This design comes from an exercise in tuning for small area on the open sky130 flow, not from production work. Only simulation tests tie the RTL to the original design; equivalence was not proved. No activity file was given, so power comes from the tool's default toggle rates.

==> build 3 <==
// load_store_traffic_generator
module load_store_traffic_generator (
  input  logic        clk,
  input  logic        rst_n,
  input  logic        in_tvalid,
  output logic        in_tready,
  input  logic [7:0]  in_tdata,
  output logic        out_tvalid,
  input  logic        out_tready,
  output logic [71:0] out_tdata,
  input  logic        cfg_valid,
  output logic        cfg_ready,
  input  logic [2:0]  cfg_index,
  input  logic [63:0] cfg_data
);
  localparam logic [1:0] PH_IDLE = 2'd0, PH_RUN = 2'd1, PH_WAIT = 2'd2, PH_DONE = 2'd3;
  localparam logic [3:0] S_IDLE  = 4'd0;
  localparam logic [3:0] S_START = 4'd1;
  localparam logic [3:0] S_R1    = 4'd2;    
  localparam logic [3:0] S_R2    = 4'd3;    
  localparam logic [3:0] S_I1    = 4'd4;    
  localparam logic [3:0] S_I2    = 4'd5;    
  localparam logic [3:0] S_I3    = 4'd6;    
  localparam logic [3:0] S_I4    = 4'd7;    
  localparam logic [3:0] S_P     = 4'd9;     
  localparam logic [3:0] S_H0    = 4'd10;    
  localparam logic [3:0] S_H1    = 4'd11;    
  localparam logic [3:0] S_F0    = 4'd12;    
  localparam logic [3:0] S_F1    = 4'd13;
  localparam logic [3:0] S_F3    = 4'd15;
  logic [63:0] base_r;
  logic [2:0]  mode_r;
  logic [12:0] n_r;         
  logic        loads_r;
  logic [12:0] line_r;
  logic [12:0] n_wr;
  assign cfg_ready = 1'b1;
  always_comb begin
    if (cfg_data[12:0] == 13'd0)                 n_wr = 13'd1;
    else if (cfg_data[12] && |cfg_data[11:0])    n_wr = 13'd4096;
    else                                         n_wr = cfg_data[12:0];
  end
  logic [2:0]  mode_n;
  logic        loads_n;
  logic        base_dflt, line_dflt, n_dflt;
  logic        rst_p, we_base, we_n, we_line;
  assign rst_p   = !rst_n;
  assign we_base = cfg_valid && (cfg_index == 3'd0);
  assign we_n    = cfg_valid && (cfg_index == 3'd2);
  assign we_line = cfg_valid && (cfg_index == 3'd4);
  always_ff @(posedge clk) begin
    if (we_base) base_r <= cfg_data;
    if (we_n)    n_r    <= n_wr;
    if (we_line) line_r <= cfg_data[12:0];
    base_dflt <= rst_p || (base_dflt && !we_base);
  ...
==> flow/config.mk <==
export PLATFORM = sky130hd
export DESIGN_NAME = load_store_traffic_generator
export DESIGN_NICKNAME = load_store_traffic_generator
export VERILOG_FILES = /design/flow/design.v
export SDC_FILE = /design/flow/constraint.sdc
export NUM_CORES = 4
export LEC_CHECK = 0
export CAP_MARGIN = 20
export CORE_MARGIN = 2
export CORE_UTILIZATION = 70
export PLACE_DENSITY = 0.8
export SLEW_MARGIN = 20
==> flow/constraint.sdc <==
create_clock -name core_clock -period 10.0 [get_ports {clk}]
set_input_delay 2.0000 -clock core_clock [delete_from_list [all_inputs] [get_ports {clk}]]
set_output_delay 2.0000 -clock core_clock [all_outputs]
set_load 0.01 [all_outputs]
standard.sh (not shown) runs the stock make flow with config.mk's settings and CLKGATE_MAP_FILE= SYNTH_SCRIPT=/design/flow/synth_recipe.tcl, a recipe that flattens the netlist after the stock synthesis.
==> flow/flow/run.sh <==
#!/bin/bash
# Standard layout, with the port buffers made of the smallest buffer cell and a lean clock tree.
set -euo pipefail
export BUFFER_PORTS_ARGS="-buffer_cell sky130_fd_sc_hd__buf_1"
export CTS_ARGS="-sink_clustering_enable -repair_clock_nets -buf_list sky130_fd_sc_hd__clkbuf_8 -sink_clustering_size 16 -sink_clustering_max_diameter 60 -dont_use_dummy_load"
bash standard.sh > standard_flow.log 2>&1
==> build 73 (differences from build 3) <==
==> flow/design.v (replaced) <==
`timescale 1ns / 1ps
package lstg_pkg;
  localparam logic [63:0] BASE_RESET = 64'h0000_0000_B490_0000;
  localparam logic [15:0] LFSR_SEED  = 16'hACE1;
endpackage
`timescale 1ns / 1ps
`timescale 1ns / 1ps
`timescale 1ns / 1ps
`timescale 1ns / 1ps
module load_store_traffic_generator (
  input  logic        clk,
  input  logic        rst_n,
  input  logic        in_tvalid,
  output logic        in_tready,
  input  logic [7:0]  in_tdata,
  output logic        out_tvalid,
  input  logic        out_tready,
  output logic [71:0] out_tdata,
  input  logic        cfg_valid,
  output logic        cfg_ready,
  input  logic [2:0]  cfg_index,
  input  logic [63:0] cfg_data
);
  localparam logic [1:0] PH_IDLE = 2'd0, PH_RUN = 2'd1, PH_WAIT = 2'd2, PH_DONE = 2'd3;
  localparam logic [3:0] S_IDLE  = 4'd0;
  localparam logic [3:0] S_START = 4'd1;
  localparam logic [3:0] S_R1    = 4'd2;    
  localparam logic [3:0] S_R2    = 4'd3;    
  localparam logic [3:0] S_I1    = 4'd4;    
  localparam logic [3:0] S_I2    = 4'd5;    
  localparam logic [3:0] S_I3    = 4'd6;    
  localparam logic [3:0] S_I4    = 4'd7;    
  localparam logic [3:0] S_A0    = 4'd12;
  localparam logic [3:0] S_A1    = 4'd13;
  localparam logic [3:0] S_A3    = 4'd15;
  logic [63:0] base_r;
  logic [2:0]  mode_r;
  logic [12:0] n_r;         
  logic        loads_r;
  logic [12:0] line_r;
  logic [12:0] n_wr;
  assign cfg_ready = 1'b1;
  always_comb begin
    if (cfg_data[12:0] == 13'd0)                 n_wr = 13'd1;
    else if (cfg_data[12] && |cfg_data[11:0])    n_wr = 13'd4096;
    else                                         n_wr = cfg_data[12:0];
  end
  always_ff @(posedge clk) begin
    if (!rst_n) begin
      base_r  <= lstg_pkg::BASE_RESET;
      mode_r  <= 3'd2;
      n_r     <= 13'd16;
      loads_r <= 1'b1;
      line_r  <= 13'd64;
    end else if (cfg_valid) begin
      case (cfg_index)
        3'd0: base_r  <= cfg_data;
        3'd1: mode_r  <= cfg_data[2:0];
        3'd2: n_r     <= n_wr;
        3'd3: loads_r <= cfg_data[0];
        3'd4: line_r  <= cfg_data[12:0];
        default: ;
      endcase
    end
  end
  logic m_next, m_seq, m_rand, m_wtr;
  assign m_next = (mode_r == 3'd1);
  assign m_seq  = (mode_r == 3'd2);
  assign m_rand = (mode_r == 3'd3);
  assign m_wtr  = (mode_r == 3'd4);
  logic [3:0]  ph;
  logic [3:0]  st, st_nxt;
  logic [1:0]  phase, phase_nxt;
  logic        held, held_nxt;
  logic        f, f_nxt;          
  logic        out_valid;
  logic        r_req, r_bad, r_rd, r_rd_nxt;
  logic        accept, acc_req, acc_bad;
  logic [15:0] iss, rcv, wrc;     
  logic [15:0] lfsr;
  logic [63:0] addr_n;            
  logic [12:0] h;                 
  logic        c, lt, nd, ca;
  logic [1:0] cmd;
  logic       port_acc, resp_wr;
  assign cmd      = in_tdata[1:0];
  assign port_acc = in_tdata[2];
  assign resp_wr  = in_tdata[3];
  logic lap_end, in_al;
  assign lap_end = (ph == 4'd15);
  assign in_al   = (st[3:2] == 2'b11);
  logic n_bit, tot_bit;
  logic [15:0] n_ext;
  assign n_ext   = {3'b000, n_r};
  assign n_bit   = n_ext[ph];
  assign tot_bit = m_wtr ? nd : n_bit;    
  logic a, b, cin, s, cx, cy, cmp_s, use_tot;
  always_comb begin
    case (st)
      S_R1, S_I3: a = wrc[0];
      S_R2:       a = rcv[0];
      default:    a = iss[0];
    endcase
  end
  assign b     = (st == S_A0) ? ~n_bit : 1'b0;    
  assign cin   = (ph == 4'd0) ? 1'b1 : c;
  assign s     = a ^ b ^ cin;
  assign cmp_s   = (st == S_R1) || (st == S_R2) || (st == S_I4);
  assign use_tot = (st == S_R2) || (st == S_I1);
  assign cx    = cmp_s ? s : a;
  assign cy    = use_tot ? tot_bit : n_bit;
  logic x, p, bb, sum;
  logic [13:0] t;
  always_comb begin
    x = 1'b0;
    if (st == S_A0) begin
      if (m_next)      x = (ph == 4'd0);
      else if (m_seq)  x = iss[0];
      else if (m_wtr)  x = r_rd ? s : iss[0];
      else if (m_rand) x = lfsr[0] && (ph < 4'd13);
    end
  end
  assign t   = {1'b0, h} + (x ? {1'b0, line_r} : 14'd0);
  assign p   = t[0];
  assign bb  = base_r[{st[1:0], ph}];
  assign sum = bb ^ p ^ ca;
  always_comb begin
    st_nxt    = st;
    phase_nxt = phase;
    held_nxt  = held;
    f_nxt     = f;
    r_rd_nxt  = r_rd;
    accept    = 1'b0;
    acc_req   = 1'b0;
    acc_bad   = 1'b0;
    if (lap_end) begin
      case (st)
        S_IDLE: begin
          if (in_tvalid && !out_valid) begin
            case (cmd)
              2'd0: begin
                if (phase == PH_IDLE || phase == PH_DONE) st_nxt = S_START;
                else accept = 1'b1;
              end
              2'd1: begin
                if (phase == PH_RUN) st_nxt = S_I1;
                else accept = 1'b1;
              end
              2'd2: begin
                if (phase == PH_IDLE) begin
                  accept  = 1'b1;
                  acc_bad = 1'b1;
                end else if (phase == PH_DONE) begin
                  accept = 1'b1;
                end else begin
                  st_nxt = resp_wr ? S_R1 : S_R2;
                end
              end
              default: accept = 1'b1;
            endcase
          end
        end
        S_START: begin
          phase_nxt = PH_RUN;
          held_nxt  = 1'b0;
          accept    = 1'b1;
          st_nxt    = S_IDLE;
        end
        S_R1: begin
          f_nxt  = !lt;
          st_nxt = S_R2;
        end
        S_R2: begin
          if (!lt) begin
            phase_nxt = PH_DONE;
            held_nxt  = 1'b0;
          end else if (phase == PH_WAIT && resp_wr && f) begin
            phase_nxt = PH_RUN;
          end
          accept = 1'b1;
          st_nxt = S_IDLE;
        end
        S_I1: begin
          if (lt) begin
            st_nxt = S_I2;
          end else begin
            accept = 1'b1;
            st_nxt = S_IDLE;
          end
        end
        S_I2: begin
          r_rd_nxt = m_wtr ? !lt : loads_r;
          st_nxt   = held ? S_I3 : S_A0;
        end
        S_I3: begin
          f_nxt = lt;
          if (port_acc) begin
            st_nxt = S_I4;
          end else begin
            held_nxt = 1'b1;
            accept   = 1'b1;
            acc_req  = 1'b1;
            st_nxt   = S_IDLE;
          end
        end
        S_I4: begin
          if (m_wtr && !r_rd && !lt && f) phase_nxt = PH_WAIT;
          held_nxt = 1'b0;
          accept   = 1'b1;
          acc_req  = 1'b1;
          st_nxt   = S_IDLE;
        end
        S_A3:    st_nxt = S_I3;
        default: st_nxt = in_al ? st + 4'd1 : S_IDLE;
      endcase
    end
  end
  assign in_tready = accept;
  logic clr, we_iss, we_rcv, we_wrc;
  assign clr    = (st == S_START);
  assign we_iss = (st == S_I4);
  assign we_rcv = (st == S_R2);
  assign we_wrc = (st == S_R1);
  logic lfsr_en, fb;
  assign lfsr_en = m_rand && ((st == S_A0) || (st == S_A1 && ph == 4'd0));
  assign fb      = lfsr[0] ^ lfsr[2] ^ lfsr[3] ^ lfsr[5];
  always_ff @(posedge clk) begin
    iss <= {clr ? 1'b0 : (we_iss ? s : iss[0]), iss[15:1]};
    rcv <= {clr ? 1'b0 : (we_rcv ? s : rcv[0]), rcv[15:1]};
    wrc <= {clr ? 1'b0 : (we_wrc ? s : wrc[0]), wrc[15:1]};
    c   <= (a & b) | (a & cin) | (b & cin);
    lt  <= (cx != cy) ? cy : ((ph == 4'd0) ? 1'b0 : lt);
    nd  <= n_bit;
    h   <= in_al ? t[13:1] : 13'd0;
    ca  <= in_al & ((bb & p) | (bb & ca) | (p & ca));
    if (in_al) addr_n <= {~sum, addr_n[63:1]};
    r_rd <= r_rd_nxt;
    f    <= f_nxt;
    if (accept) begin
      r_req <= acc_req;
      r_bad <= acc_bad;
    end
  end
  always_ff @(posedge clk) begin
    if (!rst_n) begin
      ph        <= 4'd0;
      st        <= S_IDLE;
      phase     <= PH_IDLE;
      held      <= 1'b0;
      out_valid <= 1'b0;
      lfsr      <= lstg_pkg::LFSR_SEED;
    end else begin
      ph        <= ph + 4'd1;
      st        <= st_nxt;
      phase     <= phase_nxt;
      held      <= held_nxt;
      out_valid <= accept ? 1'b1 : (out_tready ? 1'b0 : out_valid);
      if (lfsr_en) lfsr <= {(st == S_A0 && ph == 4'd0) ? fb : lfsr[0], lfsr[15:1]};
    end
  end
  logic fin;
  assign fin        = (phase == PH_DONE);
  assign out_tvalid = out_valid;
  assign out_tdata  = {r_bad, fin, fin, fin, 2'b00, r_rd & r_req, ~addr_n & {64{r_req}}, r_req};
endmodule
==> flow/run.sh (new file) <==
#!/bin/bash
# synth_recipe.tcl (not shown) runs the flow's synth.tcl, then flattens the netlist and writes it again
# the make line also repeats each setting of config.mk as NAME=value (left out here)
make -C /OpenROAD-flow-scripts/flow DESIGN_CONFIG=/design/flow/config.mk WORK_HOME=/design/flow/orfs CLKGATE_MAP_FILE= SYNTH_SCRIPT=/design/flow/synth_recipe.tcl finish
--- a/flow/config.mk
+++ b/flow/config.mk
@@ -4,9 +4,9 @@
 export VERILOG_FILES = /design/flow/design.v
 export SDC_FILE = /design/flow/constraint.sdc
 export NUM_CORES = 4
 export LEC_CHECK = 0
 export CAP_MARGIN = 20
 export CORE_MARGIN = 2
-export CORE_UTILIZATION = 70
-export PLACE_DENSITY = 0.8
+export CORE_UTILIZATION = 40
+export PLACE_DENSITY = 0.6
 export SLEW_MARGIN = 20
removed: flow/flow/run.sh
removed: flow/standard.sh
==> trial 79 (differences from build 3) <==
--- a/flow/design.v
+++ b/flow/design.v
@@ -75,17 +75,20 @@
   assign m_wtr  = (mode_r == 3'd4);
   logic [3:0]  ph;
   logic [3:0]  st, st_nxt;
   logic [1:0]  phase, phase_nxt;
   logic        held, held_nxt;
   logic        f, f_nxt;          
+  assign held = iss[0];
+  assign f    = wrc[0];
   logic        out_valid;
   logic        r_req, r_req_n, r_bad, r_rd, r_rd_nxt;
   logic        accept, acc_req, acc_bad;
   logic [15:0] iss, rcv, wrc;     
-  logic [15:0] lfsr;
+  logic [15:0] lfsr;              
+  logic        lfsr_dflt, fbq;
   logic [63:0] addr_n;            
   logic [3:0]  j;                 
   logic        xj;                
   logic        c, lt, nd, ca, dly;
   logic [1:0] cmd;
   logic       port_acc, resp_wr;
@@ -114,18 +117,24 @@
   assign cin   = (ph == 4'd0) ? 1'b1 : c;
   assign s     = a ^ b ^ cin;
   assign cmp_s   = (st == S_R1) || (st == S_R2) || (st == S_I4);
   assign use_tot = (st == S_R2) || (st == S_I1);
   assign cx    = cmp_s ? s : a;
   assign cy    = use_tot ? tot_bit : n_bit;
+  logic [15:0] seed, seed_nx;
+  logic        l_tap, l_nx;
+  assign seed    = lstg_pkg::LFSR_SEED;
+  assign seed_nx = {seed[0], seed[15:1]};
+  assign l_tap   = lfsr_dflt ? seed[ph]    : lfsr[0];    
+  assign l_nx    = lfsr_dflt ? seed_nx[ph] : lfsr[1];    
   logic idx_bit, take;
   always_comb begin
     if (m_next)      idx_bit = (ph == 4'd0);
     else if (m_seq)  idx_bit = iss[0];
     else if (m_wtr)  idx_bit = r_rd ? s : iss[0];
-    else if (m_rand) idx_bit = lfsr[0];
+    else if (m_rand) idx_bit = l_tap;
     else             idx_bit = 1'b0;
   end
   assign take = (st == S_P || st == S_H1) && (ph == j);
   logic [15:0] line_ext;
   logic lbit, bb, op1, op2, sum, a0;
   assign line_ext = {3'b000, line_r};
@@ -236,51 +245,49 @@
   assign in_tready = accept;
   logic clr, we_iss, we_rcv, we_wrc;
   assign clr    = (st == S_START);
   assign we_iss = (st == S_I4);
   assign we_rcv = (st == S_R2);
   assign we_wrc = (st == S_R1);
-  logic lfsr_en, fb;
-  assign lfsr_en = m_rand && ((st == S_P) || in_h || (st == S_F0 && ph == 4'd0));
-  assign fb      = lfsr[0] ^ lfsr[2] ^ lfsr[3] ^ lfsr[5];
+  logic l_step;
+  assign l_step = m_rand && (st == S_F0);
   always_ff @(posedge clk) begin
-    iss <= {clr ? 1'b0 : (we_iss ? s : iss[0]), iss[15:1]};
+    iss <= {lap_end ? held_nxt : clr ? 1'b0 : (we_iss ? s : iss[0]), iss[15:1]};
     rcv <= {clr ? 1'b0 : (we_rcv ? s : rcv[0]), rcv[15:1]};
-    wrc <= {clr ? 1'b0 : (we_wrc ? s : wrc[0]), wrc[15:1]};
+    wrc <= {lap_end ? f_nxt : clr ? 1'b0 : (we_wrc ? s : wrc[0]), wrc[15:1]};
     c   <= (a & b) | (a & cin) | (b & cin);
     lt  <= (cx != cy) ? cy : ((ph == 4'd0) ? 1'b0 : lt);
     nd  <= n_bit;
     ca  <= in_lo & ((op1 & op2) | (op1 & ca) | (op2 & ca));
     dly <= a0;
     if (in_f) addr_n[63:32] <= {~sum, addr_n[63:33]};
     if (in_lo) addr_n[31:0] <= {in_f ? addr_n[32] : ~sum, addr_n[31:1]};
     if (take) xj <= idx_bit;
+    lfsr <= {l_step ? (lap_end ? fbq : l_nx) : lfsr[0], lfsr[15:1]};
+    fbq  <= (ph == 4'd0) ? l_tap : (fbq ^ (l_tap && (ph == 4'd2 || ph == 4'd3 || ph == 4'd5)));
     if (st == S_I2) j <= 4'd12;
     else if (st == S_H0 && lap_end) j <= j - 4'd1;
     r_rd <= r_rd_nxt;
-    f    <= f_nxt;
     if (accept) begin
       r_req_n <= !acc_req;
       r_bad <= acc_bad;
     end
   end
   always_ff @(posedge clk) begin
     if (!rst_n) begin
       ph        <= 4'd0;
       st        <= S_IDLE;
       phase     <= PH_IDLE;
-      held      <= 1'b0;
       out_valid <= 1'b0;
-      lfsr      <= lstg_pkg::LFSR_SEED;
+      lfsr_dflt <= 1'b1;
     end else begin
       ph        <= ph + 4'd1;
       st        <= st_nxt;
       phase     <= phase_nxt;
-      held      <= held_nxt;
       out_valid <= accept ? 1'b1 : (out_tready ? 1'b0 : out_valid);
-      if (lfsr_en) lfsr <= {(st == S_F0) ? fb : lfsr[0], lfsr[15:1]};
+      if (l_step && lap_end) lfsr_dflt <= 1'b0;
     end
   end
   logic fin;
   assign r_req      = !r_req_n;
   assign fin        = (phase == PH_DONE);
   assign out_tvalid = out_valid;
==> flow/config.mk (replaced) <==
export PLATFORM = sky130hd
export DESIGN_NAME = load_store_traffic_generator
export DESIGN_NICKNAME = load_store_traffic_generator
export VERILOG_FILES = /design/flow/design.v
export SDC_FILE = /design/flow/constraint.sdc
export NUM_CORES = 4
export LEC_CHECK = 0
export CAP_MARGIN = 0
export CORE_MARGIN = 2
export CORE_UTILIZATION = 85
export PLACE_DENSITY = 0.9
export SLEW_MARGIN = 0
==> trial 66 (differences from build 3) <==
--- a/flow/design.v
+++ b/flow/design.v
@@ -75,17 +75,20 @@
   assign m_wtr  = (mode_r == 3'd4);
   logic [3:0]  ph;
   logic [3:0]  st, st_nxt;
   logic [1:0]  phase, phase_nxt;
   logic        held, held_nxt;
   logic        f, f_nxt;          
+  assign held = iss[0];
+  assign f    = wrc[0];
   logic        out_valid;
   logic        r_req, r_req_n, r_bad, r_rd, r_rd_nxt;
   logic        accept, acc_req, acc_bad;
   logic [15:0] iss, rcv, wrc;     
-  logic [15:0] lfsr;
+  logic [15:0] lfsr;              
+  logic        lfsr_dflt, fbq;
   logic [63:0] addr_n;            
   logic [3:0]  j;                 
   logic        xj;                
   logic        c, lt, nd, ca, dly;
   logic [1:0] cmd;
   logic       port_acc, resp_wr;
@@ -114,18 +117,24 @@
   assign cin   = (ph == 4'd0) ? 1'b1 : c;
   assign s     = a ^ b ^ cin;
   assign cmp_s   = (st == S_R1) || (st == S_R2) || (st == S_I4);
   assign use_tot = (st == S_R2) || (st == S_I1);
   assign cx    = cmp_s ? s : a;
   assign cy    = use_tot ? tot_bit : n_bit;
+  logic [15:0] seed, seed_nx;
+  logic        l_tap, l_nx;
+  assign seed    = lstg_pkg::LFSR_SEED;
+  assign seed_nx = {seed[0], seed[15:1]};
+  assign l_tap   = lfsr_dflt ? seed[ph]    : lfsr[0];    
+  assign l_nx    = lfsr_dflt ? seed_nx[ph] : lfsr[1];    
   logic idx_bit, take;
   always_comb begin
     if (m_next)      idx_bit = (ph == 4'd0);
     else if (m_seq)  idx_bit = iss[0];
     else if (m_wtr)  idx_bit = r_rd ? s : iss[0];
-    else if (m_rand) idx_bit = lfsr[0];
+    else if (m_rand) idx_bit = l_tap;
     else             idx_bit = 1'b0;
   end
   assign take = (st == S_P || st == S_H1) && (ph == j);
   logic [15:0] line_ext;
   logic lbit, bb, op1, op2, sum, a0;
   assign line_ext = {3'b000, line_r};
@@ -236,51 +245,49 @@
   assign in_tready = accept;
   logic clr, we_iss, we_rcv, we_wrc;
   assign clr    = (st == S_START);
   assign we_iss = (st == S_I4);
   assign we_rcv = (st == S_R2);
   assign we_wrc = (st == S_R1);
-  logic lfsr_en, fb;
-  assign lfsr_en = m_rand && ((st == S_P) || in_h || (st == S_F0 && ph == 4'd0));
-  assign fb      = lfsr[0] ^ lfsr[2] ^ lfsr[3] ^ lfsr[5];
+  logic l_step;
+  assign l_step = m_rand && (st == S_F0);
   always_ff @(posedge clk) begin
-    iss <= {clr ? 1'b0 : (we_iss ? s : iss[0]), iss[15:1]};
+    iss <= {lap_end ? held_nxt : clr ? 1'b0 : (we_iss ? s : iss[0]), iss[15:1]};
     rcv <= {clr ? 1'b0 : (we_rcv ? s : rcv[0]), rcv[15:1]};
-    wrc <= {clr ? 1'b0 : (we_wrc ? s : wrc[0]), wrc[15:1]};
+    wrc <= {lap_end ? f_nxt : clr ? 1'b0 : (we_wrc ? s : wrc[0]), wrc[15:1]};
     c   <= (a & b) | (a & cin) | (b & cin);
     lt  <= (cx != cy) ? cy : ((ph == 4'd0) ? 1'b0 : lt);
     nd  <= n_bit;
     ca  <= in_lo & ((op1 & op2) | (op1 & ca) | (op2 & ca));
     dly <= a0;
     if (in_f) addr_n[63:32] <= {~sum, addr_n[63:33]};
     if (in_lo) addr_n[31:0] <= {in_f ? addr_n[32] : ~sum, addr_n[31:1]};
     if (take) xj <= idx_bit;
+    lfsr <= {l_step ? (lap_end ? fbq : l_nx) : lfsr[0], lfsr[15:1]};
+    fbq  <= (ph == 4'd0) ? l_tap : (fbq ^ (l_tap && (ph == 4'd2 || ph == 4'd3 || ph == 4'd5)));
     if (st == S_I2) j <= 4'd12;
     else if (st == S_H0 && lap_end) j <= j - 4'd1;
     r_rd <= r_rd_nxt;
-    f    <= f_nxt;
     if (accept) begin
       r_req_n <= !acc_req;
       r_bad <= acc_bad;
     end
   end
   always_ff @(posedge clk) begin
     if (!rst_n) begin
       ph        <= 4'd0;
       st        <= S_IDLE;
       phase     <= PH_IDLE;
-      held      <= 1'b0;
       out_valid <= 1'b0;
-      lfsr      <= lstg_pkg::LFSR_SEED;
+      lfsr_dflt <= 1'b1;
     end else begin
       ph        <= ph + 4'd1;
       st        <= st_nxt;
       phase     <= phase_nxt;
-      held      <= held_nxt;
       out_valid <= accept ? 1'b1 : (out_tready ? 1'b0 : out_valid);
-      if (lfsr_en) lfsr <= {(st == S_F0) ? fb : lfsr[0], lfsr[15:1]};
+      if (l_step && lap_end) lfsr_dflt <= 1'b0;
     end
   end
   logic fin;
   assign r_req      = !r_req_n;
   assign fin        = (phase == PH_DONE);
   assign out_tvalid = out_valid;
==> summary of the runs <==
- Between build 73 and build 3, the lower die area is in build 3 (gap 83%, measured against build 3).
- Against trial 79, the critical path depth of build 73 is lower by 1.
- Non-clock buffer count: build 3 > trial 66 > trial 79 > build 73.
- Between build 73 and build 3, the lower total power is in build 3 (gap 29%, measured against build 3).
- Between trial 79 and build 3, the lower synthesized cell count is in trial 79 (gap about 3%, measured against build 3).
- Combinational power, highest first: trial 79, build 73, trial 66, build 3.
- Cell area: trial 79 < trial 66 < build 3 < build 73.
- The lowest fmax belongs to build 73, the highest to build 3.
- Between build 73 and trial 79, the lower sequential power is in build 73 (gap about 4%, measured against trial 79).
- The highest register-to-register slack belongs to trial 66, the lowest to build 73.

==> static timing again, ports no longer ideal <==
No port has a modelled driver above. Below, the same layouts with a new extraction and two added sets of constraints. Step 1 sets driving cells, clkbuf_16 on the clock port and buf_2 on the other inputs (assumed; they add their load-dependent delay and slew). Step 2 moves the port delays by t, midway between the first and last clock arrival at a register: inputs arrive t later, outputs are due t later. That takes back most of the time a late clock gives input paths. Slacks: ideal ports / drivers / drivers and shift; pairs: ideal ports / drivers.
run | t (ns) | setup slack, ns | clock arrival spread, ns
build 3 | 0.549 | 4.781 / 4.750 / 4.750 | 0.036 / 0.035
build 73 | 0.565 | 3.830 / 3.802 / 3.802 | 0.014 / 0.014
trial 79 | 0.551 | 4.555 / 4.514 / 4.514 | 0.026 / 0.025
trial 66 | 0.540 | 4.764 / 4.742 / 4.742 | 0.025 / 0.025
After both steps setup and hold are still met in every run listed. The setup slack of trial 79, which loses most, moves by -0.041 ns with the drivers and by -0.041 ns with both steps.
